This design comes from an exercise in tuning for small area on the open sky130 flow, not from production work.
The RTL was checked by simulation tests, not by an equivalence proof against the original design.
Power figures rest on the tool's default switching activity, not on a simulated workload.

<file path="config.mk">
export PLATFORM = sky130hd
export DESIGN_NAME = simdCore
export DESIGN_NICKNAME = simdCore
export VERILOG_FILES = /design/flow/design.v
export SDC_FILE = /design/flow/constraint.sdc
export NUM_CORES = 4
export LEC_CHECK = 0
export CAP_MARGIN = 20
export CORE_MARGIN = 2
export CORE_UTILIZATION = 40
export SLEW_MARGIN = 20
</file>
<file path="constraint.sdc">
create_clock -name core_clock -period 8.0 [get_ports {clk}]
set_input_delay 1.6000 -clock core_clock [delete_from_list [all_inputs] [get_ports {clk}]]
set_output_delay 1.6000 -clock core_clock [all_outputs]
set_load 0.01 [all_outputs]
</file>
<file path="design.v">
`timescale 1ns/1ns
`default_nettype none
package simdPkg;
    typedef enum logic [6-1:0] {
        opAddRegH = 6'd0, opAddRegO, opAddRegQ,
        opAddImmH = 6'd3, opAddImmO, opAddImmQ,
        opSubRegH = 6'd6, opSubRegO, opSubRegQ,
        opSubImmH = 6'd9, opSubImmO, opSubImmQ,
        opMulRegH = 6'd12, opMulRegO, opMulRegQ,
        opMulImmH = 6'd15, opMulImmO, opMulImmQ,
        opAndH = 6'd27, opAndO, opAndQ,
        opOrH = 6'd30, opOrO, opOrQ,
        opNotH = 6'd33, opNotO, opNotQ,
        opLoadH = 6'd38, opLoadO, opLoadQ,
        opStoreH = 6'd41, opStoreO, opStoreQ,
        opSetH = 6'd44, opSetO, opSetQ,
        opHalt = 6'd63
    } opcodeT;
    typedef enum logic [1:0] {laneH, laneO, laneQ} laneModeT;
    typedef enum logic [2:0] {aluAdd, aluSub, aluMul, aluAnd, aluOr, aluNot, aluSet} aluOpT;
    typedef enum logic [2:0] {classAlu, classLoad, classStore, classHalt, classNop} instrClassT;
    typedef enum logic [2:0] {
        stIdle, stFetch, stDecode, stExecute, stMemory, stWriteBack, stHalt
    } coreStateT;
    typedef logic [$clog2(4)-1:0] regIdxT;
    typedef struct packed {
        instrClassT instrClass;
        aluOpT aluOp;
        laneModeT mode;
        regIdxT srcA;
        regIdxT srcB;
        regIdxT dest;
        logic writesReg;
        logic useImm;                           
        logic [16-1:0] immValue;
    } decodedInstT;
    typedef struct packed {
        logic [10-1:0] addr;
        logic write;
        logic [16-1:0] wdata;
    } memReqT;
endpackage
`default_nettype wire
`timescale 1ns/1ns
`timescale 1ns/1ns
`timescale 1ns/1ns
`timescale 1ns/1ns
`timescale 1ns/1ns
`default_nettype none
module simdCore (
    input wire clk,
    input wire rst,
    input wire [18-1:0] instr,
    input wire ack,
    input wire [16-1:0] rdata,
    output logic [10-1:0] instrAddr,
    output logic req,
    output logic [10+16:0] memReq,
    output logic done
);
    localparam logic [1:0] sClr = 2'd0;        
    localparam logic [1:0] sRun = 2'd1;        
    localparam logic [1:0] sMem = 2'd2;        
    localparam logic [1:0] sDone = 2'd3;
    logic [1:0] state;
    logic [3:0] k;                              
    logic [3:0] cnt;                            
    logic [9:0] pc;
    logic memDone;
    logic [15:0] rf [0:11];                     
    logic [15:0] t;
    logic d1, d2;                               
    logic a1;                                   
    logic prevB;                                
    logic [1:0] dig;                            
    logic [1:0] cur;                            
    logic [1:0] carry;
    logic [5:0] op;
    logic [1:0] mode;
    logic isAdd, isSub, isMul, isAnd, isOr, isNot, isLoad, isStore, isSet, isHalt;
    logic useImm;
    logic [1:0] ai;                             
    logic [1:0] bi;                             
    assign op = instr[17:12];
    always_comb
    begin
        mode = 2'd0;
        isAdd = 1'b0; isSub = 1'b0; isMul = 1'b0; isAnd = 1'b0; isOr = 1'b0;
        isNot = 1'b0; isLoad = 1'b0; isStore = 1'b0; isSet = 1'b0; isHalt = 1'b0;
        useImm = 1'b0;
        if (op < 6'd18)
        begin
            mode = 2'(op % 6'd3);
            case (op / 6'd3)
                6'd0: isAdd = 1'b1;
                6'd1: begin isAdd = 1'b1; useImm = 1'b1; end
                6'd2: isSub = 1'b1;
                6'd3: begin isSub = 1'b1; useImm = 1'b1; end
                6'd4: isMul = 1'b1;
                default: begin isMul = 1'b1; useImm = 1'b1; end
            endcase
        end
        else if (op >= 6'd27 && op < 6'd36)
        begin
            mode = 2'((op - 6'd27) % 6'd3);
            case ((op - 6'd27) / 6'd3)
                6'd0: isAnd = 1'b1;
                6'd1: isOr = 1'b1;
                default: isNot = 1'b1;
            endcase
        end
        else if (op >= 6'd38 && op < 6'd47)
        begin
            mode = 2'((op - 6'd38) % 6'd3);
            case ((op - 6'd38) / 6'd3)
                6'd0: isLoad = 1'b1;
                6'd1: isStore = 1'b1;
                default: begin isSet = 1'b1; useImm = 1'b1; end
            endcase
        end
        else if (op == 6'd63)
            isHalt = 1'b1;
    end
    always_comb
    begin
        if (useImm || isLoad || isStore)
            ai = instr[11:10];
        else if (isNot)
            ai = instr[1:0];
        else
            ai = instr[3:2];
    end
    assign bi = instr[1:0];
    logic laneStart;                            
    logic laneLow2;                             
    logic immBit;
    always_comb
    begin
        case (mode)
            2'd1:
            begin
                laneStart = (k[2:0] == 3'd0);
                laneLow2 = (k[2:1] == 2'd0);
                immBit = instr[k[2:0]];
            end
            2'd2:
            begin
                laneStart = (k[1:0] == 2'd0);
                laneLow2 = ~k[1];
                immBit = instr[k[1:0]];
            end
            default:
            begin
                laneStart = (k == 4'd0);
                laneLow2 = (k[3:1] == 3'd0);
                immBit = (k < 4'd10) ? instr[k] : 1'b0;
            end
        endcase
    end
    logic aBit, bBit, bOp;
    always_comb
    begin
        case (mode)
            2'd1:
            begin
                aBit = rf[4 + ai][0];
                bBit = rf[4 + bi][0];
            end
            2'd2:
            begin
                aBit = rf[8 + ai][0];
                bBit = rf[8 + bi][0];
            end
            default:
            begin
                aBit = rf[ai][0];
                bBit = rf[bi][0];
            end
        endcase
    end
    assign bOp = useImm ? immBit : bBit;
    logic [2:0] di;
    logic mulPre, mulWin, mulFirst, mulLast;
    logic [3:0] cntDec;
    logic capNow;
    logic [1:0] digNext;
    logic [2:0] mSum;
    assign di = cnt[2:0];
    assign mulPre = cnt[3];
    assign cntDec = cnt - 4'd1;
    assign capNow = k[0] && (k[3:1] == cntDec[2:0]);
    assign digNext = capNow ? {bOp, prevB} : dig;
    always_comb
    begin
        case (mode)
            2'd1:
            begin
                mulWin = (k[3] == di[2]);
                mulFirst = (di[1:0] == 2'd3);
                mulLast = (di[1:0] == 2'd0);
            end
            2'd2:
            begin
                mulWin = (k[3:2] == di[2:1]);
                mulFirst = di[0];
                mulLast = ~di[0];
            end
            default:
            begin
                mulWin = 1'b1;
                mulFirst = (di == 3'd7);
                mulLast = (di == 3'd0);
            end
        endcase
    end
    assign mSum = {2'b0, (mulFirst || laneLow2) ? 1'b0 : d2}
                + {2'b0, cur[1] && a1 && !laneStart}
                + {2'b0, cur[0] && aBit}
                + {1'b0, laneStart ? 2'b0 : carry};
    logic bAdd;
    logic cIn;
    logic [1:0] aSum;
    assign bAdd = isSub ? ~bOp : bOp;
    assign cIn = laneStart ? isSub : carry[0];
    assign aSum = {1'b0, aBit} + {1'b0, bAdd} + {1'b0, cIn};
    logic res;
    logic wen;
    always_comb
    begin
        if (isMul)
            res = mSum[0];
        else if (isAnd)
            res = aBit & bOp;
        else if (isOr)
            res = aBit | bOp;
        else if (isNot)
            res = ~aBit;
        else if (isSet)
            res = bOp;
        else if (isLoad)
            res = t[0];
        else
            res = aSum[0];
    end
    always_comb
    begin
        wen = 1'b0;
        if (state == sRun)
        begin
            if (isAdd || isSub || isAnd || isOr || isNot || isSet)
                wen = 1'b1;
            if (isMul && !mulPre && mulWin && mulLast)
                wen = 1'b1;
            if (isLoad && memDone)
                wen = 1'b1;
        end
    end
    always_ff @(posedge clk)
    begin
        for (int n = 0; n < 12; n++)
        begin
            if (state == sClr)
                rf[n] <= {1'b0, rf[n][15:1]};
            else if (wen && (n / 4 == int'(mode)) && (n % 4 == int'(ai)))
                rf[n] <= {res, rf[n][15:1]};
            else
                rf[n] <= {rf[n][0], rf[n][15:1]};
        end
    end
    logic tIn;
    assign tIn = isMul ? (mulWin ? mSum[0] : t[0]) : aBit;
    always_ff @(posedge clk)
    begin
        if (state == sMem)
        begin
            if (req && ack && !isStore)
                t <= rdata;
        end
        else
            t <= {tIn, t[15:1]};
        d1 <= t[0];
        d2 <= d1;
        a1 <= aBit;
        prevB <= bOp;
        dig <= digNext;
        if (k == 4'd15)
            cur <= digNext;
        carry <= isMul ? mSum[2:1] : {1'b0, aSum[1]};
    end
    always_ff @(posedge clk)
    begin
        if (rst)
        begin
            state <= sClr;
            k <= 4'd0;
            cnt <= 4'd8;
            pc <= '0;
            memDone <= 1'b0;
            req <= 1'b0;
        end
        else
        begin
            k <= k + 4'd1;
            case (state)
                sClr: if (k == 4'd15) state <= sRun;
                sRun:
                begin
                    if (isHalt)
                        state <= sDone;
                    else if (k == 4'd15)
                    begin
                        if ((isLoad || isStore) && !memDone)
                            state <= sMem;
                        else if (isMul && cnt != 4'd0)
                            cnt <= cntDec;
                        else
                        begin
                            pc <= pc + 1'b1;
                            memDone <= 1'b0;
                            cnt <= 4'd8;
                        end
                    end
                end
                sMem:
                begin
                    if (!memDone)
                    begin
                        if (!req && !ack)
                            req <= 1'b1;         
                        if (req && ack)
                        begin
                            req <= 1'b0;
                            memDone <= 1'b1;
                        end
                    end
                    else if (k == 4'd15)
                        state <= sRun;
                end
                default: ;                       
            endcase
        end
    end
    assign instrAddr = pc;
    assign done = (state == sDone);
    assign memReq = {instr[9:0], isStore, t};
endmodule
`default_nettype wire
</file>
<file path="run.sh">
#!/bin/bash
# synth_recipe.tcl (not shown) runs the flow's synth.tcl, then flattens the netlist and writes it again
# the make line also repeats each setting of config.mk as NAME=value (left out here)
make -C /OpenROAD-flow-scripts/flow DESIGN_CONFIG=/design/flow/config.mk WORK_HOME=/design/flow/orfs CLKGATE_MAP_FILE= SYNTH_SCRIPT=/design/flow/synth_recipe.tcl finish
</file>
==> results.txt, run 1 <==
- Status: failed layout checks
- Violated Checks: setup timing
- Top cells by area, synth: dfxtp_1, edfxtp_1, ha_1
- Placed cell count: 1308
- Final nets: about 1100
- Total I/O pin count: 76
- Buf/Inv on CP: 3
- Reg clk slew, reported paths: about 0.06 ns
- Final-layout fill cell count: 1970
- CTS Buf Count: 22
- CP peak stage delay: 0.51 ns
- Endpoint type of the worst setup path: flop
- Initial core utilization: 0.410
- Synth warn: 2
- WP data required: 8.40 ns
- Mapped Nets: 903
- Final Util: 0.556
- Pre-CTS setup slack: -1.41 ns
- Hold Vio Cnt, Final: 0
- Number of synthesized flops with an enable pin: 18
- Tot GR Track Use: 0.173
- Asr flop ratio synth: 0
- CTS Sinks: 240
- Critical Path Start Type: input pin
- Crit path DAT: 8.83 ns
- Area of the mapped netlist: between 9000 and 10000 sq um
- Clock buffer depth: 3
- Initial antenna violation count: 0
- H-tree Lvls: 1
- Post-synth top area share: 0.476
- Hold Path Class: reg -> reg
- Hpwl dp: 15.2 mm
- Full die area: 24600 sq um
- Critical setup path kind: in -> reg
- Final slew viol count: 0
- Chip Width: 157 um
- Pwr Density: around 250 nW/um^2
- Final worst-path cycle share: 1.05
- WL/cell: 15.5 um
- Via Count: ~6700
- Final Setup Violations: 12
- Port Buf Inserts: 75
- Seq cells post-synth: 240
- DRC: 0
- Fin Clk Skew: roughly 0.016 ns
- Cell count after synthesis: between 800 and 900
- Syn Area/Cell: between 10 and 15 sq um
- Antenna viol nets, final: 0
- Starting DRT DRC Count: between 300 and 400
- 1st-pass router iterations: 5
- Row count: between 50 and 60
- Worst slew pin tran: roughly 0.78 ns
- Final min period: approximately 8.4 ns
- Max Cap Viol: 0
- Total power: 3.11 mW
- Crit-path slowest cell: or4_4
- Highest clock rate: between 100 and 150 MHz
- Register area share after synthesis: 0.534
- Crit path max fanout: 6
- Global route total overflow: 0
- RSZ-0062 raised after global routing: true
- Peak VDD IR: between 0.0002 and 0.00025 V
- First-pass GRT wire length: 34.0 mm
- GPL Wtd Cong: between 0.8 and 0.9
- Setup WS post-layout: -0.428 ns
- Final Non-Filler Cells: around 1400
- # diodes: 0
- Cell variety after synth: slightly above 100
- Largest net degree at the start of global routing: 21
- TNS Setup: -4.77 ns
- Root Driver: clkbuf_16
- Total routed wirelength: between 20 and 25 mm
- Clock Latency Late Sink: 0.49 ns
- Cell family with most CP delay: compound AO/OA/AOI/OAI gates
- Vias in the first global route: between 6000 and 7000
- CTS tree: yes
- Core footprint: about 23000 sq um
- Top cells by count, synth: dfxtp_1, nor2_1, nand2_1, ha_1, inv_1
- Die H: 157 um
- Top_reg_cell synth: dfxtp_1
- Area grow syn2layout: 35.5%
- Layout cells sized above 1: 0.308
- Slew HR: 0.481
- Static leakage: roughly 5.2 nW
- Dominant cell type by area after synthesis: dfxtp_1
- Top-count cell post-synth: dfxtp_1
- Vias per inst: around 4.9
stage by stage:
step	hold slack (ns)	instance area (sq um)
global route	0.326	12700
finish	0.318	12700
CTS	0.322	12300
detailed placement	0.312	11300
floorplan	0.310	9450
global placement	0.311	11300
kinds of logic after synthesis:
family / synth area share
mux: 0.0514
compound gates: 0.154
flops: 0.534
xor+xnor: 0.0379
simple gates: 0.120
buf+inv: 0.0438
fa+ha+maj: 0.0587
report_power, final:
part           leakage (nW)  internal, mW  switching [mW]
Sequential             1.99          1.26          0.0259
Clock                 0.390         0.688           0.419
Combinational          2.78         0.383           0.337
Total                  5.16          2.33           0.781
worst paths after layout:
path                  start   endpoint  slack (ns)  cells after the start
hold reg to reg    rf[4][4]   rf[4][3]        0.32                      0
setup / recovery  instr[13]  rf[3][15]       -0.43                     37
hold / removal     rf[4][4]   rf[4][3]        0.32                      0
setup reg to reg       k[0]  rf[3][15]        4.09                     13
sequential cells by signal, summed over array words and instances (netlist names):
name,flops
t,16
carry,2
cur,2
rf,192
d1,1
prevB,1
a1,1
k,4
pc,10
d2,1
state,2
req,1
cnt,4
memDone,1
dig,2
layout by cell type, fill, tap and decap left out, types with 18 or more instances in the layout:
| cell | netlist | routed |
|---|---|---|
| edfxtp_1 | 18 | 18 |
| buf_4 | 15 | 158 |
| inv_1 | 32 | 29 |
| clkdlybuf4s50_1 | 0 | 69 |
| nand2_1 | 41 | 40 |
| nor2_1 | 51 | 45 |
| dfxtp_1 | 222 | 222 |
| mux2_2 | 22 | 20 |
| clkbuf_16 | 0 | 24 |
| ha_1 | 39 | 29 |
| a21oi_1 | 27 | 23 |
| o21ai_0 | 28 | 24 |
| o211ai_1 | 18 | 18 |
| nand3_1 | 25 | 24 |
routing by layer:
| layer | track usage | share of wire | up-vias |
|---|---|---|---|
| met4 | 0.0485 | 0.019 | 0 |
| li1 | - | - | 3386 |
| met1 | 0.228 | 0.46 | 3216 |
| met2 | 0.299 | 0.50 | 91 |
| met5 | 0 | 0 | - |
| met3 | 0.0194 | 0.027 | 27 |
cell type report:
type,count,area (sq um),share of cell area
flip-flops and latches,240,4980,0.394
multi-input cells,508,4310,0.341
repair buffers,240,2030,0.161
clock buffers,32,681,0.0538
well taps,313,392,0.0310
inverters,34,138,0.0109
clock inverters,7,114,0.00900
repair_timing:
action                                  4_1_cts  5_1_grt
endpoints found under the setup margin       16       15
pin swaps                                    29       33
buffers inserted                             10       17
resized for setup                            36       45
hold buffers                                  0        0
gates cloned                                  1        0
==> inputs of run 2 (changes only) <==
--- a/design.v
+++ b/design.v
@@ -88,38 +88,28 @@
         isAdd = 1'b0; isSub = 1'b0; isMul = 1'b0; isAnd = 1'b0; isOr = 1'b0;
         isNot = 1'b0; isLoad = 1'b0; isStore = 1'b0; isSet = 1'b0; isHalt = 1'b0;
         useImm = 1'b0;
-        if (op < 6'd18)
-        begin
-            mode = 2'(op % 6'd3);
-            case (op / 6'd3)
-                6'd0: isAdd = 1'b1;
-                6'd1: begin isAdd = 1'b1; useImm = 1'b1; end
-                6'd2: isSub = 1'b1;
-                6'd3: begin isSub = 1'b1; useImm = 1'b1; end
-                6'd4: isMul = 1'b1;
-                default: begin isMul = 1'b1; useImm = 1'b1; end
-            endcase
-        end
-        else if (op >= 6'd27 && op < 6'd36)
-        begin
-            mode = 2'((op - 6'd27) % 6'd3);
-            case ((op - 6'd27) / 6'd3)
-                6'd0: isAnd = 1'b1;
-                6'd1: isOr = 1'b1;
-                default: isNot = 1'b1;
-            endcase
-        end
-        else if (op >= 6'd38 && op < 6'd47)
-        begin
-            mode = 2'((op - 6'd38) % 6'd3);
-            case ((op - 6'd38) / 6'd3)
-                6'd0: isLoad = 1'b1;
-                6'd1: isStore = 1'b1;
-                default: begin isSet = 1'b1; useImm = 1'b1; end
-            endcase
-        end
-        else if (op == 6'd63)
-            isHalt = 1'b1;
+        case (op)
+            6'd0, 6'd3, 6'd6, 6'd9, 6'd12, 6'd15, 6'd27, 6'd30, 6'd33, 6'd38, 6'd41, 6'd44: mode = 2'd0;
+            6'd1, 6'd4, 6'd7, 6'd10, 6'd13, 6'd16, 6'd28, 6'd31, 6'd34, 6'd39, 6'd42, 6'd45: mode = 2'd1;
+            6'd2, 6'd5, 6'd8, 6'd11, 6'd14, 6'd17, 6'd29, 6'd32, 6'd35, 6'd40, 6'd43, 6'd46: mode = 2'd2;
+            default: mode = 2'd0;
+        endcase
+        case (op)
+            6'd0, 6'd1, 6'd2: isAdd = 1'b1;
+            6'd3, 6'd4, 6'd5: begin isAdd = 1'b1; useImm = 1'b1; end
+            6'd6, 6'd7, 6'd8: isSub = 1'b1;
+            6'd9, 6'd10, 6'd11: begin isSub = 1'b1; useImm = 1'b1; end
+            6'd12, 6'd13, 6'd14: isMul = 1'b1;
+            6'd15, 6'd16, 6'd17: begin isMul = 1'b1; useImm = 1'b1; end
+            6'd27, 6'd28, 6'd29: isAnd = 1'b1;
+            6'd30, 6'd31, 6'd32: isOr = 1'b1;
+            6'd33, 6'd34, 6'd35: isNot = 1'b1;
+            6'd38, 6'd39, 6'd40: isLoad = 1'b1;
+            6'd41, 6'd42, 6'd43: isStore = 1'b1;
+            6'd44, 6'd45, 6'd46: begin isSet = 1'b1; useImm = 1'b1; end
+            6'd63: isHalt = 1'b1;
+            default: ;
+        endcase
     end
     always_comb
     begin
--- a/config.mk
+++ b/config.mk
@@ -5,6 +5,7 @@
 export SDC_FILE = /design/flow/constraint.sdc
 export NUM_CORES = 4
 export LEC_CHECK = 0
+export ABC_AREA = 1
 export CAP_MARGIN = 20
 export CORE_MARGIN = 2
 export CORE_UTILIZATION = 40
==> results.txt, run 2 <==
- Status: no timing/DRC/antenna violations
- Area of the multi-input gates: 2200 sq um (-49%)
- Setup WS post-layout: 2.41 ns (+2.83 ns)
- R2R setup slack: 4.85 ns (+0.76 ns)
- Fin Clk Skew: 0.0104 ns (-0.00532 ns)
- GRT met1 Usage: 0.199 (-0.0294)
- Final nets: 904 (-20%)
- Top cells by area, synth: dfxtp_1, nand2_1, edfxtp_1
- RSZ-0062 raised after global routing: false
- Largest regs: rf (192), t (16), pc (10)
- Final Util: 0.505 (-0.0509)
- Worst slew pin tran: 0.736 ns (-0.0397 ns)
- Top_reg_cell synth: dfxtp_1
- Post-synth top area share: 0.574 (+0.0984)
- Top cells by count, synth: dfxtp_1, nand2_1, inv_1, nor2_1, a21oi_1
- Crit path DAT: 6.01 ns (-2.82 ns)
- Reg2reg path depth: 16 (+3)
- Crit path max fanout: 12 (+6)
- Slew HR: 0.508 (+0.0263)
- Largest net degree at the start of global routing: 20 (-4.8%)
- Initial antenna violation count: 0 (unchanged)
- Met2 GRT Util: 0.227 (-0.0724)
- Reg power frac: 0.484 (+0.070)
- DRC: 0 (unchanged)
- Chip Width: 143 um (-8.7%)
- Clock buffer depth: 3 (unchanged)
- Pre-CTS setup slack: 1.93 ns (+3.34 ns)
- Comb power frac: 0.080 (-0.151)
- Starting DRT DRC Count: 253 (-25%)
- WP data required: 8.42 ns (+0.02 ns)
- Dominant cell type by area after synthesis: dfxtp_1
- Initial core utilization: 0.411 (+0.000966)
- Pwr Density: 274 nW/um^2 (+11%)
- Layout cells sized above 1: 0.108 (-0.201)
- Design area: 9500 sq um (-25%)
- Crit path launch: instr[13]
- TNS Setup: 0 ns (+4.77 ns)
- Placed cell count: 1081 (-17%)
- Max reg flops: 192 (unchanged)
- Worst Setup EP: rf[1][15]
- Placed inst area: 8680 sq um (-23%)
- Antenna viol nets, final: 0 (unchanged)
- Die H: 143 um (-8.7%)
- Via Count: 4989 (-26%)
- GR Layer Usage met3: 0.0315 (+0.0121)
- Hold Buf Count CTS: 0 (unchanged)
- Final slew viol count: 0 (unchanged)
- Hold Vio Cnt, Final: 0 (unchanged)
- Most frequent cells in the layout: dfxtp_1, nand2_1, inv_1, clkdlybuf4s50_1, nor2_1
- Final-layout fill cell count: 1720 (-13%)
- R2r startpoint: k[0]
- Tot GR Track Use: 0.145 (-0.0282)
- Total routed wirelength: 14.5 mm (-32%)
- Switch share: 0.228 (-0.0234)
- Leading cell type in the layout, fill and taps excluded: dfxtp_1
- Reg clk slew, reported paths: 0.06 ns (about the same)
- Row count: 50 (-9.1%)
- Peak-usage layer in the global routing report: met2
- Register area share after synthesis: 0.644 (+0.110)
- Number of synthesized flops with an enable pin: 18 (unchanged)
- Total I/O pin count: 76 (unchanged)
- 1st-pass router iterations: 5 (unchanged)
- Port Buf Inserts: 75 (unchanged)
- Clock Latency Late Sink: 0.52 ns (+0.03 ns)
- Area grow syn2layout: 22.8%
- Synth warn: 2 (unchanged)
- Peak VDD IR: 0.000193 V (-6.9%)
- Cell count after synthesis: 766 (-7.0%)
- Root Driver: clkbuf_16
- First-pass GRT wire length: 23.7 mm (-30%)
- CTS Sinks: 240 (unchanged)
- Final min period: 5.59 ns (-2.83 ns)
- Int Power: 2.01 mW (-14%)
- Final Setup Violations: 0 (-12)
- Full die area: 20500 sq um (-17%)
- Core footprint: 18800 sq um (-17%)
- Post-cts repair resize count: 0 (-100%)
- Vias in the first global route: 4772 (-28%)
- Final worst-path cycle share: 0.699 (-0.354)
- Cell variety after synth: 49 (-52%)
- Syn Area/Cell: 10.1 sq um (-11%)
- Max Cap Viol: 0 (unchanged)
- Critical setup path kind: in -> reg
- Hpwl dp: 10.3 mm (-32%)
- Biggest register: rf
- Final Non-Filler Cells: 1124 (-18%)
- CTS tree: yes
- CTS Buf Count: 24 (+9.1%)
- Highest clock rate: 179 MHz (+51%)
- Seq cells post-synth: 240 (unchanged)
- Critical Path Start Type: input pin
- GPL Wtd Cong: 0.867 (-3.3%)
- Post-CTS Setup Bufs: 0 (-10)
- WL/cell: 12.9 um (-17%)
- Top-count cell post-synth: dfxtp_1
- Switch Pwr: 0.592 mW (-24%)
- End of the worst register-to-register path: rf[1][15]
- Global route total overflow: 0 (unchanged)
- # diodes: 0 (unchanged)
- Mapped Nets: 823 (-8.9%)
- Reg area: 4980 sq um (unchanged)
- H-tree Lvls: 1 (unchanged)
- Clock power share: 0.437 (+0.082)
- Hold Path Class: reg -> reg
- Vias per inst: 4.44 (-9.2%)
- Static leakage: 4.06 nW (-21%)
- Asr flop ratio synth: 0 (unchanged)
- Endpoint type of the worst setup path: flop
- Area of the mapped netlist: 7740 sq um (-17%)
==> run 2: changes by cell type after synthesis, sizes merged, moves of 18 or more <==
| cell | previous run | this run |
|---|---|---|
| ha | 39 | 17 |
| inv | 34 | 107 |
| mux2 | 22 | 1 |
| nand2 | 43 | 164 |
| nand3 | 26 | 44 |
| o31ai | 22 | 0 |
| xnor2 | 19 | 1 |
==> run 2: critical path: stages <==
cell,delay (ns)
clkdlybuf4s50_1,0.58
inv_1,0.12
ha_1,0.23
a21oi_1,0.21
o32ai_1,0.12
a22oi_1,0.25
inv_1,0.08
ha_1,0.48
inv_1,0.20
a21oi_1,0.21
a21oi_1,0.06
nand3_1,0.08
nand3_1,0.09
nand2_1,0.12
xor2_1,0.18
fa_1,0.44
o21bai_1,0.15
nand2_1,0.07
a21oi_1,0.12
nand2_1,0.09
nand2_2,0.27
nand3_2,0.09
nand2_1,0.11
inv_1,0.05
==> run 2: logic make-up after synthesis <==
family	count (synthesis)	synth area share
AOI/OAI and AO/OA	97	0.0753
and+or+nand+nor	275	0.168
muxes	1	0.00146
adders and majority gates	20	0.0352
DFF	240	0.644
buffers and inverters	130	0.0719
xor gates and xnor gates	3	0.00340
==> run 2: cell type report <==
cell class,instances,share of cell area
timing repair buffer,76,0.0798
tap,260,0.0342
clock inverter,14,0.0196
clock buffer,29,0.0673
sequential,240,0.525
inverter,109,0.0433
multi-input combinational,396,0.231
==> run 2: stage by stage <==
step                total power [mW]  hold WS [ns]
global route                    2.71         0.326
finish                          2.60         0.322
floorplan                       1.40         0.310
global placement                1.49         0.310
detailed placement              1.49         0.312
CTS                             2.63         0.324
==> run 2: how the worst min path moves through the flow <==
stage,from,end,depth (start not counted),slack [ns]
after floorplan,d1,d2,0,0.31
after global placement,rf[8][3],rf[8][2],0,0.31
after detailed placement,rf[5][14],rf[5][13],0,0.31
after CTS,rf[8][1],rf[8][0],0,0.32
after global routing,rf[0][8],rf[0][7],0,0.33
final,rf[6][9],rf[6][8],0,0.32
==> run 2: metal layers <==
layer  vias to the layer above  wire [um]
met4                         0        384
met1                      2281       7060
met2                        89       6290
met3                        32        782
met5                         -          0
li1                       2587          -
==> run 2: power by group through the flow <==
stage          clock network (mW)  registers, mW  logic, mW
2_1_floorplan                   0           1.29      0.113
3_3_place_gp                    0           1.28      0.208
3_5_place_dp                    0           1.28      0.207
4_1_cts                      1.17           1.26      0.209
5_1_grt                      1.22           1.26      0.229
6_report                     1.14           1.26      0.207
==> inputs of run 3 (changes only) <==
--- a/config.mk
+++ b/config.mk
@@ -5,8 +5,9 @@
 export SDC_FILE = /design/flow/constraint.sdc
 export NUM_CORES = 4
 export LEC_CHECK = 0
-export ABC_AREA = 1
 export CAP_MARGIN = 20
 export CORE_MARGIN = 2
 export CORE_UTILIZATION = 40
+export CTS_BUF_LIST = sky130_fd_sc_hd__clkbuf_8
+export CTS_CLUSTER_SIZE = 40
 export SLEW_MARGIN = 20
==> results.txt, run 3 <==
- Number of synthesized flops with an enable pin: 18 (unchanged)
- Post-synth top area share: 0.580 (+0.00610)
- Dominant cell type by area after synthesis: dfxtp_1
- Initial core utilization: 0.408 (-0.00296)
- Top cells by count, synth: dfxtp_1, nor2_1, o21ai_0, nand2_1, inv_1
- Area grow syn2layout: 20.9%
- Total routed wirelength: 14.6 mm (+0.44%)
- Largest net degree at the start of global routing: 21 (+5.0%)
- Comb power frac: 0.075 (-0.005)
- Via Count: 4614 (-7.5%)
- Clock Latency Late Sink: 0.52 ns (about the same)
- Hold Buf Count CTS: 0 (unchanged)
- Total power: 2.40 mW (-7.9%)
- CTS Sinks: 240 (unchanged)
- TNS Setup: 0 ns (unchanged)
- Buf/Inv on CP: 4 (-1)
- Cell variety after synth: 67 (+37%)
- Switch share: 0.227 (-0.000814)
- Synth warn: 2 (unchanged)
- Tot GR Track Use: 0.145 (about the same)
- Highest clock rate: 152 MHz (-15%)
- Top-count cell post-synth: dfxtp_1
- Static leakage: 3.63 nW (-10%)
- Core footprint: 18800 sq um (-0.33%)
- Starting DRT DRC Count: 227 (-10%)
- Layout cells sized above 1: 0.147 (+0.0393)
- Cell count after synthesis: 619 (-19%)
- Initial antenna violation count: 0 (unchanged)
- Hpwl dp: 10.1 mm (-2.1%)
- Final min period: 6.59 ns (+0.995 ns)
- Die H: 142 um (-0.51%)
- 1st-pass router iterations: 4 (-1)
- Status: no timing/DRC/antenna violations
- Mapped Nets: 676 (-18%)
- Top_reg_cell synth: dfxtp_1
- Asr flop ratio synth: 0 (unchanged)
- Post-CTS Setup Bufs: 0 (unchanged)
- Slew HR: 0.388 (-0.120)
- Full die area: 20300 sq um (-1.0%)
- Int Power: 1.85 mW (-7.8%)
- WP data required: 8.37 ns (-0.05 ns)
- Final Setup Violations: 0 (unchanged)
- Antenna viol nets, final: 0 (unchanged)
- Hold Vio Cnt, Final: 0 (unchanged)
- Max Cap Viol: 0 (unchanged)
- Fin Clk Skew: 0.0213 ns (+0.0109 ns)
- Row count: 50 (unchanged)
- First-pass GRT wire length: 23.1 mm (-2.4%)
- Max reg flops: 192 (unchanged)
- Hold Path Class: reg -> reg
- Crit path launch: instr[13]
- Largest regs: rf (192), t (16), pc (10)
- Hold path start: rf[2][6]
- Global route total overflow: 0 (unchanged)
- Vias per inst: 4.80 (+8.1%)
- Final worst-path cycle share: 0.824 (+0.124)
- Area of the mapped netlist: 7660 sq um (-1.1%)
- Port Buf Inserts: 75 (unchanged)
- GPL Wtd Cong: 0.867 (about the same)
- Syn Area/Cell: 12.4 sq um (+22%)
- RSZ-0062 raised after global routing: false
- Crit-path slowest cell: a222oi_1
- Reg power frac: 0.518 (+0.034)
- Vias in the first global route: 4672 (-2.1%)
- Crit path max fanout: 12 (unchanged)
- Root Driver: clkbuf_8
- Crit path DAT: 6.95 ns (+0.94 ns)
- Endpoint type of the worst setup path: flop
- Biggest register: rf
- Register area share after synthesis: 0.651 (+0.00684)
- Total I/O pin count: 76 (unchanged)
- Final nets: 761 (-16%)
- Critical setup path kind: in -> reg
- CP cell instances: clkdlybuf4s50_1 > inv_1 > ha_1 > or2_1 > nor3_1 > nor2_2 > nand2_4 > mux2i_1 > o221ai_1 > a222oi_1 > inv_2 > fa_1 > nor2b_1 > a211oi_1 > a21oi_1 > a21o_1 > o21ai_1 > buf_4 > a31oi_1
- Worst slew pin tran: 0.914 ns (+0.178 ns)
- Most frequent cells in the layout: dfxtp_1, clkdlybuf4s50_1, nor2_1, clkbuf_8, inv_1
- Top cells by area, synth: dfxtp_1, edfxtp_1, mux2_2
- Cell family with most CP delay: compound AO/OA/AOI/OAI gates
- Clock buffer depth: 3 (unchanged)
- DRC: 0 (unchanged)
- Switch Pwr: 0.543 mW (-8.2%)
- Hold_ws: 0.309 ns (-0.0131 ns)
- Pwr Density: 259 nW/um^2 (-5.5%)
- Leading cell type in the layout, fill and taps excluded: dfxtp_1
- Post-cts repair resize count: 0 (unchanged)
- Reg clk slew, reported paths: 0.06 ns (about the same)
- Final slew viol count: 0 (unchanged)
- R2r startpoint: k[0]
- CP peak stage delay: 0.64 ns (+0.06 ns)
- # diodes: 0 (unchanged)
- Seq cells post-synth: 240 (unchanged)
- Peak VDD IR: 0.000177 V (-8.1%)
- Clock power share: 0.407 (-0.030)
- CTS tree: yes
- Chip Width: 142 um (-0.51%)
- CTS Buf Count: 39 (+63%)
- Critical Path Start Type: input pin
- H-tree Lvls: 2 (+1)
- WL/cell: 15.2 um (+17%)
run 3: cell types whose count changed in the layout (fill, tap and decap cells not counted), moves of 10 or more:
| cell | delta |
|---|---|
| inv_1 | -66 |
| clkbuf_16 | -24 |
| nand2_1 | -123 |
| nand3_2 | -15 |
| xor2_1 | +11 |
| clkbuf_8 | +42 |
| nand3_1 | -24 |
| a31oi_2 | +10 |
| mux2_2 | +20 |
| a21oi_1 | -17 |
run 3: metal layers:
metal,global-route usage,vias to the layer above,part of all wire
li1,-,2300,-
met1,0.195,2157,0.47
met2,0.222,133,0.45
met3,0.0377,24,0.060
met4,0.0584,0,0.021
met5,0,-,0
run 3: power by group through the flow:
stage	registers, mW	clock network (mW)	logic (mW)
global route	1.24	1.07	0.197
floorplan	1.27	0	0.112
global placement	1.27	0	0.179
finish	1.24	0.975	0.181
CTS	1.24	1.01	0.181
detailed placement	1.27	0	0.180
run 3: path summary, 6_finish.rpt:
check                    to  depth (start not counted)  slack (ns)
hold reg to reg    rf[2][5]                          0        0.31
setup reg to reg  rf[0][15]                         14        4.42
setup / recovery  rf[0][15]                         19        1.41
hold / removal     rf[2][5]                          0        0.31
run 3: worst register-to-register path, stage by stage (launching register included):
cell,delay [ns]
dfxtp_1,0.56
mux4_2,0.59
nand4_1,0.12
o41ai_1,0.07
a31oi_1,0.19
mux2_2,0.24
xor2_1,0.18
fa_1,0.42
nor2b_1,0.14
a211oi_1,0.18
a21oi_1,0.07
a21o_1,0.19
o21ai_1,0.13
buf_4,0.24
a31oi_1,0.11
run 3: through the flow:
stage / area [sq um] / util / setup slack (ns) / instances
2_1_floorplan: 7660 / - / 2.39 / 619
3_3_place_gp: 8530 / 0.454 / 1.09 / 897
5_1_grt: 9260 / 0.493 / 1.03 / 962
4_1_cts: 9260 / 0.493 / 1.52 / 962
3_5_place_dp: 8530 / 0.454 / 1.00 / 897
6_report: 9260 / 0.493 / 1.41 / 962
run 3: kinds of logic (layout without fill, tap and decap cells):
group / after synthesis / after routing / synth area share
multiplexers: 37 / 37 / 0.0613
buffers and inverters: 57 / 166 / 0.0371
AO/OA/AOI/OAI: 106 / 106 / 0.102
AND/OR/NAND/NOR: 140 / 140 / 0.0913
XOR/XNOR: 19 / 19 / 0.0217
flip-flops: 240 / 240 / 0.651
adder cells (fa/ha/maj): 20 / 20 / 0.0356
run 3: cell type report:
cell class	instances	area [sq um]
timing repair buffer	77	766
clock inverter	21	126
inverter	24	92.6
sequential	240	4980
tap	234	293
multi-input combinational	322	2390
clock buffer	44	606
fill	1679	9510
==> inputs of run 4 (changes only) <==
--- a/config.mk
+++ b/config.mk
@@ -8,6 +8,4 @@
 export CAP_MARGIN = 20
 export CORE_MARGIN = 2
 export CORE_UTILIZATION = 40
-export CTS_BUF_LIST = sky130_fd_sc_hd__clkbuf_8
-export CTS_CLUSTER_SIZE = 40
 export SLEW_MARGIN = 20
==> results.txt, run 4 <==
- Status: no timing/DRC/antenna violations
- Largest net degree at the start of global routing: 21 (unchanged)
- TNS Setup: 0 ns (unchanged)
- Hold Buf Count CTS: 0 (unchanged)
- Post-CTS Setup Bufs: 0 (unchanged)
- Final worst-path cycle share: 0.826 (+0.00288)
- CTS Buf Count: 24 (-38%)
- RSZ-0062 raised after global routing: false
- Top-count cell post-synth: dfxtp_1
- Final slew viol count: 0 (unchanged)
- Largest regs: rf (192), t (16), pc (10)
- Critical Path Start Type: input pin
- Cell count after synthesis: 619 (unchanged)
- Fin Clk Skew: 0.0105 ns (-0.0108 ns)
- Clock Latency Late Sink: 0.51 ns (about the same)
- Leading cell type in the layout, fill and taps excluded: dfxtp_1
- GPL Wtd Cong: 0.867 (unchanged)
- Post-synth top area share: 0.580 (unchanged)
- Starting DRT DRC Count: 232 (+2.2%)
- Slew HR: 0.389 (+0.000855)
- Final nets: 746 (-2.0%)
- Crit path max fanout: 12 (unchanged)
- Final min period: 6.61 ns (+0.0230 ns)
- Area of the mapped netlist: 7660 sq um (unchanged)
- Endpoint type of the worst setup path: flop
- WL/cell: 15.5 um (+2.1%)
- Reg clk slew, reported paths: 0.07 ns (about the same)
- Full die area: 20300 sq um (unchanged)
- Number of synthesized flops with an enable pin: 18 (unchanged)
- Static leakage: 3.62 nW (-0.22%)
- Clock buffer depth: 3 (unchanged)
- CTS tree: yes
- Dominant cell type by area after synthesis: dfxtp_1
- Cell variety after synth: 67 (unchanged)
- Die H: 142 um (unchanged)
- Syn Area/Cell: 12.4 sq um (unchanged)
- CP peak stage delay: 0.64 ns (about the same)
- Top_reg_cell synth: dfxtp_1
- Final Util: 0.499 (+0.00613)
- Top cells by count, synth: dfxtp_1, nor2_1, o21ai_0, nand2_1, inv_1
- Synth warn: 2 (unchanged)
- H-tree Lvls: 1 (-1)
- Layout cells sized above 1: 0.135 (-0.0124)
- Chip Width: 142 um (unchanged)
- Top cells by area, synth: dfxtp_1, edfxtp_1, mux2_2
- Most frequent cells in the layout: dfxtp_1, clkdlybuf4s50_1, nor2_1, o21ai_0, nand2_1
- Core footprint: 18800 sq um (unchanged)
- Port Buf Inserts: 75 (unchanged)
- Register area share after synthesis: 0.651 (unchanged)
- CP cell instances: clkdlybuf4s50_1 > inv_1 > ha_1 > or2_1 > nor3_1 > nor2_2 > nand2_4 > mux2i_1 > o221ai_1 > a222oi_1 > inv_2 > fa_1 > nor2b_1 > a211oi_1 > a21oi_1 > a21o_1 > o21ai_1 > buf_4 > a31oi_1
- Biggest register: rf
- Via Count: 4601 (-0.28%)
- Global route total overflow: 0 (unchanged)
- Final Setup Violations: 0 (unchanged)
- Total routed wirelength: 14.5 mm (-0.23%)
- WP data required: 8.36 ns (about the same)
- Row count: 50 (unchanged)
- 1st-pass router iterations: 5 (+1)
- Initial core utilization: 0.408 (unchanged)
- Tot GR Track Use: 0.143 (-0.00135)
- Antenna viol nets, final: 0 (unchanged)
- Hold Path Class: reg -> reg
- Hpwl dp: 10.1 mm (unchanged)
- Pwr Density: 276 nW/um^2 (+6.8%)
- Asr flop ratio synth: 0 (unchanged)
- Peak VDD IR: 0.000196 V (+11%)
- Crit-path slowest cell: a222oi_1
- Hold Vio Cnt, Final: 0 (unchanged)
- Max reg flops: 192 (unchanged)
- Crit path DAT: 6.97 ns (+0.02 ns)
- Highest clock rate: 151 MHz (-0.35%)
- Initial antenna violation count: 0 (unchanged)
- First-pass GRT wire length: 23.1 mm (-0.27%)
- Area grow syn2layout: 22.4%
- DRC: 0 (unchanged)
- Critical setup path kind: in -> reg
- Max Cap Viol: 0 (unchanged)
- Vias in the first global route: 4566 (-2.3%)
- Total I/O pin count: 76 (unchanged)
- Seq cells post-synth: 240 (unchanged)
- Post-cts repair resize count: 0 (unchanged)
- Vias per inst: 4.89 (+2.1%)
- # diodes: 0 (unchanged)
- Mapped Nets: 676 (unchanged)
- Root Driver: clkbuf_16
- CTS Sinks: 240 (unchanged)
- Worst slew pin tran: 0.913 ns (-0.00128 ns)
[run 4: metrics by stage]
| step | hold WS, ns | power, mW | cells | instance area (sq um) | worst slack [ns] |
|---|---|---|---|---|---|
| after global placement | 0.310 | 1.44 | 897 | 8530 | 1.09 |
| after detailed placement | 0.312 | 1.45 | 897 | 8530 | 1.00 |
| after floorplan | 0.310 | 1.38 | 619 | 7660 | 2.39 |
| after global routing | 0.324 | 2.69 | 940 | 9370 | 1.02 |
| final | 0.313 | 2.59 | 940 | 9370 | 1.39 |
| after CTS | 0.315 | 2.62 | 940 | 9370 | 1.50 |
[run 4: layer usage]
layer / routed length, um / share of wire / vias up / GRT usage
met3: 707 / 0.049 / 24 / 0.0293
li1: - / - / 2268 / -
met2: 6680 / 0.46 / 112 / 0.223
met5: 0 / 0 / - / 0
met1: 6820 / 0.47 / 2197 / 0.199
met4: 340 / 0.023 / 0 / 0.0505
[run 4: power breakdown]
group,internal (mW),switching [mW],total [mW]
combinational,0.0885,0.0923,0.181
clock,0.708,0.462,1.17
sequential,1.23,0.0119,1.24
[run 4: layout make-up]
class                           instances  area [sq um]
Fill cell                            1650          9390
Inverter                               24          92.6
Sequential cell                       240          4980
Multi-Input combinational cell        322          2390
Timing Repair Buffer                   77           766
Clock buffer                           28           636
Tap cell                              234           293
Clock inverter                         15           211
[run 4: cells by family (layout without fill, tap and decap cells)]
family,after synthesis,after routing,synth area share
xor+xnor,19,19,0.0217
fa+ha+maj,20,20,0.0356
compound gates,106,106,0.102
buf+inv,57,144,0.0371
flops,240,240,0.651
simple gates,140,140,0.0913
mux,37,37,0.0613
[run 4: worst paths after layout]
kind	start	end	slack, ns	cells after the start
worst max-delay path	instr[13]	rf[11][15]	1.39	19
worst min-delay path	rf[6][11]	rf[6][10]	0.31	0
worst max register to register	k[0]	rf[11][15]	4.42	14
worst min register to register	rf[6][11]	rf[6][10]	0.31	0
[run 4: critical path, delay by kind of cell]
kind	cells	cell delay [ns]
mux	1	0.54
simple gates	5	1.41
compound gates	7	1.53
fa+ha+maj	2	0.71
buf+inv	4	1.18
==> inputs of run 5 (changes only) <==
==> flow/run.sh (new file) <==
#!/bin/bash
# Standard layout, with two changes: the port buffers are the smallest
# buffer cell, and clock tree synthesis inserts no dummy loads.
set -euo pipefail
export BUFFER_PORTS_ARGS="-buffer_cell sky130_fd_sc_hd__buf_1"
export CTS_ARGS="-sink_clustering_enable -repair_clock_nets -dont_use_dummy_load"
bash standard.sh finish > standard_flow.log 2>&1
==> standard.sh (new file) <==
#!/bin/bash
# synth_recipe.tcl (not shown) runs the flow's synth.tcl, then flattens the netlist and writes it again
# the make line also repeats each setting of config.mk as NAME=value (left out here)
make -C /OpenROAD-flow-scripts/flow DESIGN_CONFIG=/design/flow/config.mk WORK_HOME=/design/flow/orfs CLKGATE_MAP_FILE= SYNTH_SCRIPT=/design/flow/synth_recipe.tcl "${@:-finish}"
removed: run.sh
==> results.txt, run 5 <==
- Status: no timing/DRC/antenna violations
- Crit path DAT: 6.63 ns (-0.34 ns)
- CTS Sinks: 240 (unchanged)
- Hold_ws: 0.303 ns (-0.0103 ns)
- Post-cts repair resize count: 0 (unchanged)
- Global route total overflow: 0 (unchanged)
- Critical setup path kind: in -> reg
- Critical Path Start Type: input pin
- TNS Setup: 0 ns (unchanged)
- Top cells by area, synth: dfxtp_1, edfxtp_1, mux2_2
- CTS tree: yes
- Starting DRT DRC Count: 189 (-19%)
- # diodes: 0 (unchanged)
- Hold Path Class: reg -> reg
- Die H: 142 um (unchanged)
- Final nets: 746 (unchanged)
- Top_reg_cell synth: dfxtp_1
- Via Count: 4597 (-0.087%)
- 1st-pass router iterations: 4 (-1)
- DRC: 0 (unchanged)
- Leading cell type in the layout, fill and taps excluded: dfxtp_1
- Top cells by count, synth: dfxtp_1, nor2_1, o21ai_0, nand2_1, inv_1
- Reg clk slew, reported paths: 0.06 ns (about the same)
- Fin Clk Skew: 0.0420 ns (+0.0315 ns)
- CP cell instances: buf_1 > inv_1 > ha_1 > or2_1 > nor3_1 > nor2_2 > nand2_4 > mux2i_1 > o221ai_1 > a222oi_1 > inv_2 > fa_1 > nor2b_1 > a211oi_1 > a21oi_1 > a21o_1 > o21ai_1 > buf_4 > a31oi_2
- Chip Width: 142 um (unchanged)
- Initial core utilization: 0.408 (unchanged)
- Slew HR: 0.373 (-0.0153)
- Final Non-Filler Cells: 921 (-2.0%)
- Layout cells sized above 1: 0.114 (-0.0210)
- Setup WS post-layout: 1.70 ns (+0.309 ns)
- Full die area: 20300 sq um (unchanged)
- Pre-CTS setup slack: 1.33 ns (+0.329 ns)
- Final slew viol count: 0 (unchanged)
- Total routed wirelength: 14.2 mm (-2.5%)
- Hold Buf Count CTS: 0 (unchanged)
- Area grow syn2layout: 13.1%
- Area of the mapped netlist: 7660 sq um (unchanged)
- Worst slew pin tran: 0.936 ns (+0.0229 ns)
- Row count: 50 (unchanged)
- WP data required: 8.33 ns (-0.03 ns)
- CTS Buf Count: 24 (unchanged)
- Final worst-path cycle share: 0.788 (-0.0386)
- Syn Area/Cell: 12.4 sq um (unchanged)
- Cell count after synthesis: 619 (unchanged)
- Vias per inst: 4.99 (+2.0%)
- H-tree Lvls: 1 (unchanged)
- Hpwl dp: 9.75 mm (-3.2%)
- GPL Wtd Cong: 0.888 (+2.4%)
- Mapped Nets: 676 (unchanged)
- Final-layout fill cell count: 1719 (+4.2%)
- Largest regs: rf (192), t (16), pc (10)
- Seq cells post-synth: 240 (unchanged)
- Crit path max fanout: 12 (unchanged)
- Final Setup Violations: 0 (unchanged)
- Area of the multi-input gates: 2390 sq um (unchanged)
- Post-CTS Setup Bufs: 0 (unchanged)
- Antenna viol nets, final: 0 (unchanged)
- RSZ-0062 raised after global routing: false
- Top-count cell post-synth: dfxtp_1
- Total I/O pin count: 76 (unchanged)
- First-pass GRT wire length: 22.7 mm (-1.9%)
- Endpoint type of the worst setup path: flop
- Max Cap Viol: 0 (unchanged)
- Root Driver: clkbuf_16
- Final min period: 6.30 ns (-0.309 ns)
- Vias in the first global route: 4392 (-3.8%)
- Dominant cell type by area after synthesis: dfxtp_1
- Number of synthesized flops with an enable pin: 18 (unchanged)
- Hold Vio Cnt, Final: 0 (unchanged)
- Register area share after synthesis: 0.651 (unchanged)
- Post-synth top area share: 0.580 (unchanged)
- Clock buffer depth: 3 (unchanged)
- Highest clock rate: 159 MHz (+4.9%)
- Core footprint: 18800 sq um (unchanged)
- Static leakage: 3.32 nW (-8.5%)
- Biggest register: rf
- Pwr Density: 266 nW/um^2 (-3.6%)
- Port Buf Inserts: 75 (unchanged)
- Largest net degree at the start of global routing: 21 (unchanged)
- Synth warn: 2 (unchanged)
- CP peak stage delay: 0.64 ns (about the same)
- Cell variety after synth: 67 (unchanged)
- Peak VDD IR: 0.000156 V (-20%)
- Initial antenna violation count: 0 (unchanged)
- Clock Latency Late Sink: 0.51 ns (about the same)
- Asr flop ratio synth: 0 (unchanged)
- Most frequent cells in the layout: dfxtp_1, buf_1, nor2_1, o21ai_0, nand2_1
- Tot GR Track Use: 0.140 (-0.00361)
- Crit-path slowest cell: a222oi_1
- Placed cell count: 897 (unchanged)
- Reg area: 4980 sq um (unchanged)
- WL/cell: 15.4 um (-0.50%)
- Max reg flops: 192 (unchanged)
## run 5: cell counts after synthesis
Identical to the previous run, type by type.
## run 5: worst paths after layout
kind / startpoint / endpoint / slack, ns / cells after the start
hold / removal: rf[8][8] / rf[8][7] / 0.30 / 0
setup / recovery: instr[13] / rf[10][15] / 1.70 / 19
hold reg to reg: rf[8][8] / rf[8][7] / 0.30 / 0
setup reg to reg: rf[10][0] / rf[10][15] / 4.31 / 14
## run 5: logic make-up after synthesis
family          Yosys count  share of synthesized area
simple gates            140                     0.0913
mux                      37                     0.0613
xor+xnor                 19                     0.0217
buf+inv                  57                     0.0371
flops                   240                      0.651
fa+ha+maj                20                     0.0356
compound gates          106                      0.102
## run 5: final cells by class
| class | count | area share |
|---|---|---|
| Clock buffer | 24 | 0.0694 |
| Multi-Input combinational cell | 322 | 0.276 |
| Sequential cell | 240 | 0.576 |
| Tap cell | 234 | 0.0338 |
| Timing Repair Buffer | 77 | 0.0342 |
| Inverter | 24 | 0.0107 |
## run 5: through the flow
step	power [mW]	utilization	area [sq um]
5_1_grt	2.41	0.461	8660
3_5_place_dp	1.42	0.429	8060
4_1_cts	2.34	0.461	8660
3_3_place_gp	1.42	0.429	8060
2_1_floorplan	1.38	-	7660
6_report	2.31	0.461	8660
## run 5: metal layers
metal	vias up	wire (um)	GRT usage	part of all wire
met1	2221	6680	0.195	0.47
met4	0	298	0.0380	0.021
met3	27	736	0.0310	0.052
met5	-	0	0	0
li1	2248	-	-	-
met2	101	6470	0.220	0.46
## run 5: critical path: cells and delay by family
kind / cells / cell delay, ns
AO/OA/AOI/OAI: 7 / 1.56
buffers and inverters: 4 / 0.84
AND/OR/NAND/NOR: 5 / 1.33
adder cells (fa/ha/maj): 2 / 0.75
multiplexers: 1 / 0.54
## run 5: power by group
part	total [mW]	switching [mW]	internal (mW)
sequential	1.24	0.0115	1.23
clock	0.912	0.388	0.524
combinational	0.154	0.0930	0.0610
total	2.31	0.492	1.81
==> inputs of run 6 (changes only) <==
==> flow/run.sh (replaced) <==
#!/bin/bash
set -euo pipefail
export BUFFER_PORTS_ARGS="-buffer_cell sky130_fd_sc_hd__buf_1"
export CTS_ARGS="-sink_clustering_enable -repair_clock_nets -dont_use_dummy_load -buf_list {sky130_fd_sc_hd__clkbuf_4 sky130_fd_sc_hd__clkbuf_8} -sink_clustering_size 12 -sink_clustering_max_diameter 40"
bash standard.sh finish > standard_flow.log 2>&1
==> results.txt, run 6 <==
- Cell count after synthesis: 619 (unchanged)
- Via Count: 4608 (+0.24%)
- Crit path max fanout: 12 (unchanged)
- Vias in the first global route: 4491 (+2.3%)
- Clock Latency Late Sink: 0.55 ns (+0.04 ns)
- Critical Path Start Type: input pin
- TNS Setup: 0 ns (unchanged)
- Post-synth top area share: 0.580 (unchanged)
- Reg clk slew, reported paths: 0.07 ns (about the same)
- Hold Buf Count CTS: 0 (unchanged)
- Final Util: 0.451 (-0.0100)
- Crit path DAT: 6.58 ns (-0.05 ns)
- R2R setup slack: 4.29 ns (-0.02 ns)
- Mapped Nets: 676 (unchanged)
- Antenna viol nets, final: 0 (unchanged)
- WL/cell: 15.3 um (-0.68%)
- Row count: 50 (unchanged)
- Top_reg_cell synth: dfxtp_1
- CTS Sinks: 240 (unchanged)
- Seq cells post-synth: 240 (unchanged)
- Initial core utilization: 0.408 (unchanged)
- Crit path launch: instr[13]
- Reg area: 4980 sq um (unchanged)
- Core footprint: 18800 sq um (unchanged)
- Register area share after synthesis: 0.651 (unchanged)
- Endpoint type of the worst setup path: flop
- Tot GR Track Use: 0.140 (about the same)
- DRC: 0 (unchanged)
- Pwr Density: 247 nW/um^2 (-7.4%)
- Top cells by area, synth: dfxtp_1, edfxtp_1, mux2_2
- Final Setup Violations: 0 (unchanged)
- End of the worst register-to-register path: rf[0][15]
- CTS tree: yes
- 1st-pass router iterations: 4 (unchanged)
- First-pass GRT wire length: 22.7 mm (+0.37%)
- Max reg flops: 192 (unchanged)
- Most frequent cells in the layout: dfxtp_1, buf_1, nor2_1, o21ai_0, nand2_1
- Area of the multi-input gates: 2390 sq um (unchanged)
- Asr flop ratio synth: 0 (unchanged)
- Area of the mapped netlist: 7660 sq um (unchanged)
- Slew HR: 0.370 (-0.00317)
- CTS Buf Count: 30 (+25%)
- Biggest register: rf
- Vias per inst: 4.97 (-0.41%)
- Syn Area/Cell: 12.4 sq um (unchanged)
- Final worst-path cycle share: 0.777 (-0.0105)
- Fin Clk Skew: 0.0493 ns (+0.00732 ns)
- Dominant cell type by area after synthesis: dfxtp_1
- Starting DRT DRC Count: 193 (+2.1%)
- Worst Setup EP: rf[0][15]
- Largest net degree at the start of global routing: 21 (unchanged)
- Number of synthesized flops with an enable pin: 18 (unchanged)
- Leading cell type in the layout, fill and taps excluded: dfxtp_1
- H-tree Lvls: 1 (unchanged)
- GPL Wtd Cong: 0.888 (unchanged)
- Area grow syn2layout: 10.6%
- # diodes: 0 (unchanged)
- Final nets: 752 (+0.80%)
- Critical setup path kind: in -> reg
- Highest clock rate: 161 MHz (+1.4%)
- Clock buffer depth: 3 (unchanged)
- Total routed wirelength: 14.2 mm (about the same)
- Synth warn: 2 (unchanged)
- Layout cells sized above 1: 0.121 (+0.00768)
- Static leakage: 3.23 nW (-2.4%)
- Hold Vio Cnt, Final: 0 (unchanged)
- Die H: 142 um (unchanged)
- Reg2reg path depth: 14 (unchanged)
- Worst slew pin tran: 0.940 ns (+0.00473 ns)
- Global route total overflow: 0 (unchanged)
- Final slew viol count: 0 (unchanged)
- Peak VDD IR: 0.000130 V (-17%)
- Hpwl dp: 9.75 mm (unchanged)
- Full die area: 20300 sq um (unchanged)
- Post-CTS Setup Bufs: 0 (unchanged)
- Cell variety after synth: 67 (unchanged)
- Chip Width: 142 um (unchanged)
- Largest regs: rf (192), t (16), pc (10)
- R2r startpoint: rf[10][0]
- Port Buf Inserts: 75 (unchanged)
- Top cells by count, synth: dfxtp_1, nor2_1, o21ai_0, nand2_1, inv_1
- Top-count cell post-synth: dfxtp_1
- Initial antenna violation count: 0 (unchanged)
- Final-layout fill cell count: 1733 (+0.81%)
- Status: no timing/DRC/antenna violations
- Hold Path Class: reg -> reg
- Final min period: 6.22 ns (-0.0844 ns)
- Post-cts repair resize count: 0 (unchanged)
- Total I/O pin count: 76 (unchanged)
- RSZ-0062 raised after global routing: false
- WP data required: 8.36 ns (+0.03 ns)
- Root Driver: clkbuf_8
- Max Cap Viol: 0 (unchanged)
-- run 6: logic make-up (layout without fill, tap and decap cells) --
group                    count (synthesis)  in the layout  share of synthesized area
multiplexers                            37             37                     0.0613
adder cells (fa/ha/maj)                 20             20                     0.0356
XOR/XNOR                                19             19                     0.0217
buffers and inverters                   57            131                     0.0371
AND/OR/NAND/NOR                        140            140                     0.0913
AO/OA/AOI/OAI                          106            106                      0.102
flip-flops                             240            240                      0.651
-- run 6: layout make-up --
class	count	area share
multi-input cells	322	0.282
repair buffers	77	0.0350
flip-flops and latches	240	0.588
clock buffers	30	0.0487
well taps	234	0.0346
inverters	24	0.0109
-- run 6: how the worst min path moves through the flow --
stage | start | to | slack (ns) | depth (start not counted)
final | rf[3][11] | rf[3][10] | 0.30 | 0
after floorplan | d1 | d2 | 0.31 | 0
after global placement | rf[8][2] | rf[8][1] | 0.31 | 0
after CTS | rf[3][11] | rf[3][10] | 0.30 | 0
after global routing | rf[3][11] | rf[3][10] | 0.30 | 0
after detailed placement | rf[1][2] | rf[1][1] | 0.31 | 0
-- run 6: critical path, stage by stage --
cell and delay [ns]:
buf_1 0.26, inv_1 0.18, ha_1 0.23, or2_1 0.27, nor3_1 0.48, nor2_2 0.21
nand2_4 0.19, mux2i_1 0.54, o221ai_1 0.23, a222oi_1 0.65, inv_2 0.16, fa_1 0.51
nor2b_1 0.14, a211oi_1 0.18, a21oi_1 0.07, a21o_1 0.19, o21ai_1 0.12, buf_4 0.24
a31oi_1 0.10
-- run 6: per-stage QoR --
| stage | std cells | hold slack (ns) | instance area [sq um] | total power [mW] | setup WS, ns |
|---|---|---|---|---|---|
| after floorplan | 619 | 0.310 | 7660 | 1.38 | 2.39 |
| after global placement | 897 | 0.311 | 8060 | 1.42 | 1.55 |
| after detailed placement | 897 | 0.312 | 8060 | 1.42 | 1.33 |
| after CTS | 927 | 0.302 | 8470 | 2.12 | 1.86 |
| after global routing | 927 | 0.305 | 8470 | 2.19 | 1.45 |
| final | 927 | 0.297 | 8470 | 2.09 | 1.78 |
-- run 6: where the power goes --
group / total (mW) / switching [mW] / internal, mW
clock network: 0.697 / 0.368 / 0.329
registers: 1.24 / 0.0115 / 1.23
logic: 0.153 / 0.0919 / 0.0610
-- run 6: per-layer routing --
layer | track usage | part of all wire | routed length (um) | vias to the layer above
met5 | 0 | 0 | 0 | -
li1 | - | - | - | 2254
met3 | 0.0299 | 0.055 | 783 | 31
met4 | 0.0505 | 0.026 | 365 | 0
met1 | 0.196 | 0.47 | 6710 | 2211
met2 | 0.213 | 0.45 | 6320 | 112
==> inputs of run 7 (changes only) <==
==> flow/run.sh (replaced) <==
#!/bin/bash
set -euo pipefail
export BUFFER_PORTS_ARGS="-buffer_cell sky130_fd_sc_hd__buf_1"
export CTS_ARGS="-sink_clustering_enable -repair_clock_nets -dont_use_dummy_load -buf_list {sky130_fd_sc_hd__clkbuf_8} -sink_clustering_size 20 -sink_clustering_max_diameter 60"
bash standard.sh finish > standard_flow.log 2>&1
==> results.txt, run 7 <==
- Area of the mapped netlist: 7660 sq um (unchanged)
- Total I/O pin count: 76 (unchanged)
- Mapped Nets: 676 (unchanged)
- Slew HR: 0.377 (+0.00663)
- Crit path launch: instr[13]
- Tot GR Track Use: 0.136 (-0.00317)
- Row count: 50 (unchanged)
- CTS tree: yes
- Crit path DAT: 6.62 ns (+0.04 ns)
- Total routed wirelength: 13.9 mm (-1.7%)
- Post-cts repair resize count: 0 (unchanged)
- Top cells by area, synth: dfxtp_1, edfxtp_1, mux2_2
- CTS Buf Count: 18 (-40%)
- Global route total overflow: 0 (unchanged)
- Fin Clk Skew: 0.0588 ns (+0.00946 ns)
- Placed cell count: 897 (unchanged)
- CTS Sinks: 240 (unchanged)
- Critical setup path kind: in -> reg
- Pwr Density: 232 nW/um^2 (-5.8%)
- Reg clk slew, reported paths: 0.11 ns (+0.04 ns)
- WP data required: 8.36 ns (about the same)
- Max Cap Viol: 0 (unchanged)
- Leading cell type in the layout, fill and taps excluded: dfxtp_1
- Hold Vio Cnt, Final: 0 (unchanged)
- Hpwl dp: 9.75 mm (unchanged)
- Cell count after synthesis: 619 (unchanged)
- Root Driver: clkbuf_8
- Cell variety after synth: 67 (unchanged)
- Initial core utilization: 0.408 (unchanged)
- Layout cells sized above 1: 0.106 (-0.0155)
- Top cells by count, synth: dfxtp_1, nor2_1, o21ai_0, nand2_1, inv_1
- Starting DRT DRC Count: 215 (+11%)
- Highest clock rate: 160 MHz (-0.51%)
- Via Count: 4544 (-1.4%)
- Final worst-path cycle share: 0.781 (+0.00397)
- First-pass GRT wire length: 22.2 mm (-2.3%)
- Max reg flops: 192 (unchanged)
- Final-layout fill cell count: 1754 (+1.2%)
- Area grow syn2layout: 8.46%
- Hold Buf Count CTS: 0 (unchanged)
- Port Buf Inserts: 75 (unchanged)
- DRC: 0 (unchanged)
- Seq cells post-synth: 240 (unchanged)
- Largest net degree at the start of global routing: 21 (unchanged)
- Full die area: 20300 sq um (unchanged)
- Top sig layer: met4
- Antenna viol nets, final: 0 (unchanged)
- R2r startpoint: rf[10][0]
- Vias per inst: 4.97 (about the same)
- Number of synthesized flops with an enable pin: 18 (unchanged)
- Hold Path Class: reg -> reg
- Final min period: 6.25 ns (+0.0317 ns)
- Critical Path Start Type: input pin
- Clock buffer depth: 3 (unchanged)
- Post-synth top area share: 0.580 (unchanged)
- WL/cell: 15.2 um (-0.37%)
- Clock Latency Late Sink: 0.51 ns (-0.04 ns)
- H-tree Lvls: 1 (unchanged)
- GPL Wtd Cong: 0.888 (unchanged)
- RSZ-0062 raised after global routing: false
- Final nets: 740 (-1.6%)
- Reg area: 4980 sq um (unchanged)
- Syn Area/Cell: 12.4 sq um (unchanged)
- Top_reg_cell synth: dfxtp_1
- Top-count cell post-synth: dfxtp_1
- Peak VDD IR: 0.000145 V (+12%)
- Static leakage: 3.15 nW (-2.7%)
- Vias in the first global route: 4366 (-2.8%)
- WL met3: 656 um (-16%)
- Endpoint type of the worst setup path: flop
- Chip Width: 142 um (unchanged)
- TNS Setup: 0 ns (unchanged)
- Final Non-Filler Cells: 915 (-1.3%)
- Dominant cell type by area after synthesis: dfxtp_1
- Most frequent cells in the layout: dfxtp_1, buf_1, nor2_1, o21ai_0, nand2_1
- 1st-pass router iterations: 4 (unchanged)
- Largest regs: rf (192), t (16), pc (10)
- # diodes: 0 (unchanged)
- Initial antenna violation count: 0 (unchanged)
- Die H: 142 um (unchanged)
- Synth warn: 2 (unchanged)
- Final slew viol count: 0 (unchanged)
- Crit path max fanout: 12 (unchanged)
- Hold path start: rf[8][8]
- Area of the multi-input gates: 2390 sq um (unchanged)
- Post-Route M1 WL: 6.77 mm (+0.83%)
- Worst slew pin tran: 0.930 ns (-0.00990 ns)
- Asr flop ratio synth: 0 (unchanged)
- Met2 routed WL: 6.24 mm (-1.2%)
- Core footprint: 18800 sq um (unchanged)
- Register area share after synthesis: 0.651 (unchanged)
- Status: no timing/DRC/antenna violations
- Biggest register: rf
- Final Setup Violations: 0 (unchanged)
- Post-CTS Setup Bufs: 0 (unchanged)
==> run 7: final timing paths <==
kind,endpoint,slack (ns),cells past startpoint
hold reg to reg,rf[8][7],0.33,0
setup reg to reg,rf[11][15],4.31,14
hold / removal,rf[8][7],0.33,0
setup / recovery,rf[11][15],1.75,19
==> run 7: power breakdown <==
group	leakage [nW]	switching, mW	internal [mW]
Combinational	1.02	0.0923	0.0610
Sequential	1.99	0.0114	1.23
Clock	0.129	0.334	0.203
==> run 7: worst max-delay path, cell delays in order <==
cell and delay, ns:
buf_1 0.25, inv_1 0.18, ha_1 0.23, or2_1 0.27, nor3_1 0.49, nor2_2 0.21
nand2_4 0.19, mux2i_1 0.55, o221ai_1 0.23, a222oi_1 0.65, inv_2 0.16, fa_1 0.51
nor2b_1 0.14, a211oi_1 0.18, a21oi_1 0.07, a21o_1 0.19, o21ai_1 0.13, buf_4 0.25
a31oi_1 0.12
==> run 7: layer usage <==
layer,vias to the layer above,track usage
met2,89,0.213
met4,0,0.0380
met3,19,0.0286
met5,-,0
li1,2233,-
met1,2203,0.193
==> run 7: final cells by class <==
cell class / instances / share of cell area
Clock buffer: 18 / 0.0298
Inverter: 24 / 0.0111
Multi-Input combinational cell: 322 / 0.288
Sequential cell: 240 / 0.600
Tap cell: 234 / 0.0353
Timing Repair Buffer: 77 / 0.0357
==> run 7: kinds of logic after synthesis <==
| kind of cell | count (synthesis) | synth area share |
|---|---|---|
| muxes | 37 | 0.0613 |
| adders and majority gates | 20 | 0.0356 |
| DFF | 240 | 0.651 |
| xor gates and xnor gates | 19 | 0.0217 |
| buffers and inverters | 57 | 0.0371 |
| and+or+nand+nor | 140 | 0.0913 |
| AOI/OAI and AO/OA | 106 | 0.102 |
==> run 7: per-stage QoR <==
stage               area, sq um  power [mW]   util  hold WS (ns)  worst slack [ns]
finish                     8310        1.93  0.443         0.326              1.75
CTS                        8310        1.96  0.443         0.329              1.85
floorplan                  7660        1.38      -         0.310              2.39
detailed placement         8060        1.42  0.429         0.312              1.33
global route               8310        2.02  0.443         0.340              1.46
global placement           8060        1.42  0.429         0.311              1.55

==> what the ideal ports hide <==
In the flow no input, the clock included, has a driving cell. The finished layouts below were timed again as built, in two steps. Step 1, drivers: a clkbuf_16 drives clk and a buf_2 each remaining input, both assumed. Step 2 adds t to the input delays and takes it off the output delays; t is the mean of the earliest and latest rising clock arrival at the registers after step 1. Input paths then give back, and output paths get back, about the clock's delay inside the block. a / b / c = no drivers / after step 1 / after step 2; a / b = the first two.
run | t (ns) | slack for setup (ns) | worst setup path at the end | worst slew at a driven data input, ns
run 1 | 0.528 | -0.428 / -0.427 / -0.955 | input to register | 0.05
run 2 | 0.558 | 2.406 / 2.422 / 1.863 | input to register | 0.05
run 3 | 0.551 | 1.411 / 1.424 / 0.873 | input to register | 0.05
run 4 | 0.552 | 1.388 / 1.406 / 0.855 | input to register | 0.05
run 5 | 0.530 | 1.697 / 1.717 / 1.187 | input to register | 0.04
run 6 | 0.568 | 1.781 / 1.796 / 1.228 | input to register | 0.04
run 7 | 0.520 | 1.750 / 1.765 / 1.245 | input to register | 0.05
For run 6, which loses most, drivers alone change the setup slack by +0.015 ns; drivers and shift together by -0.553 ns.
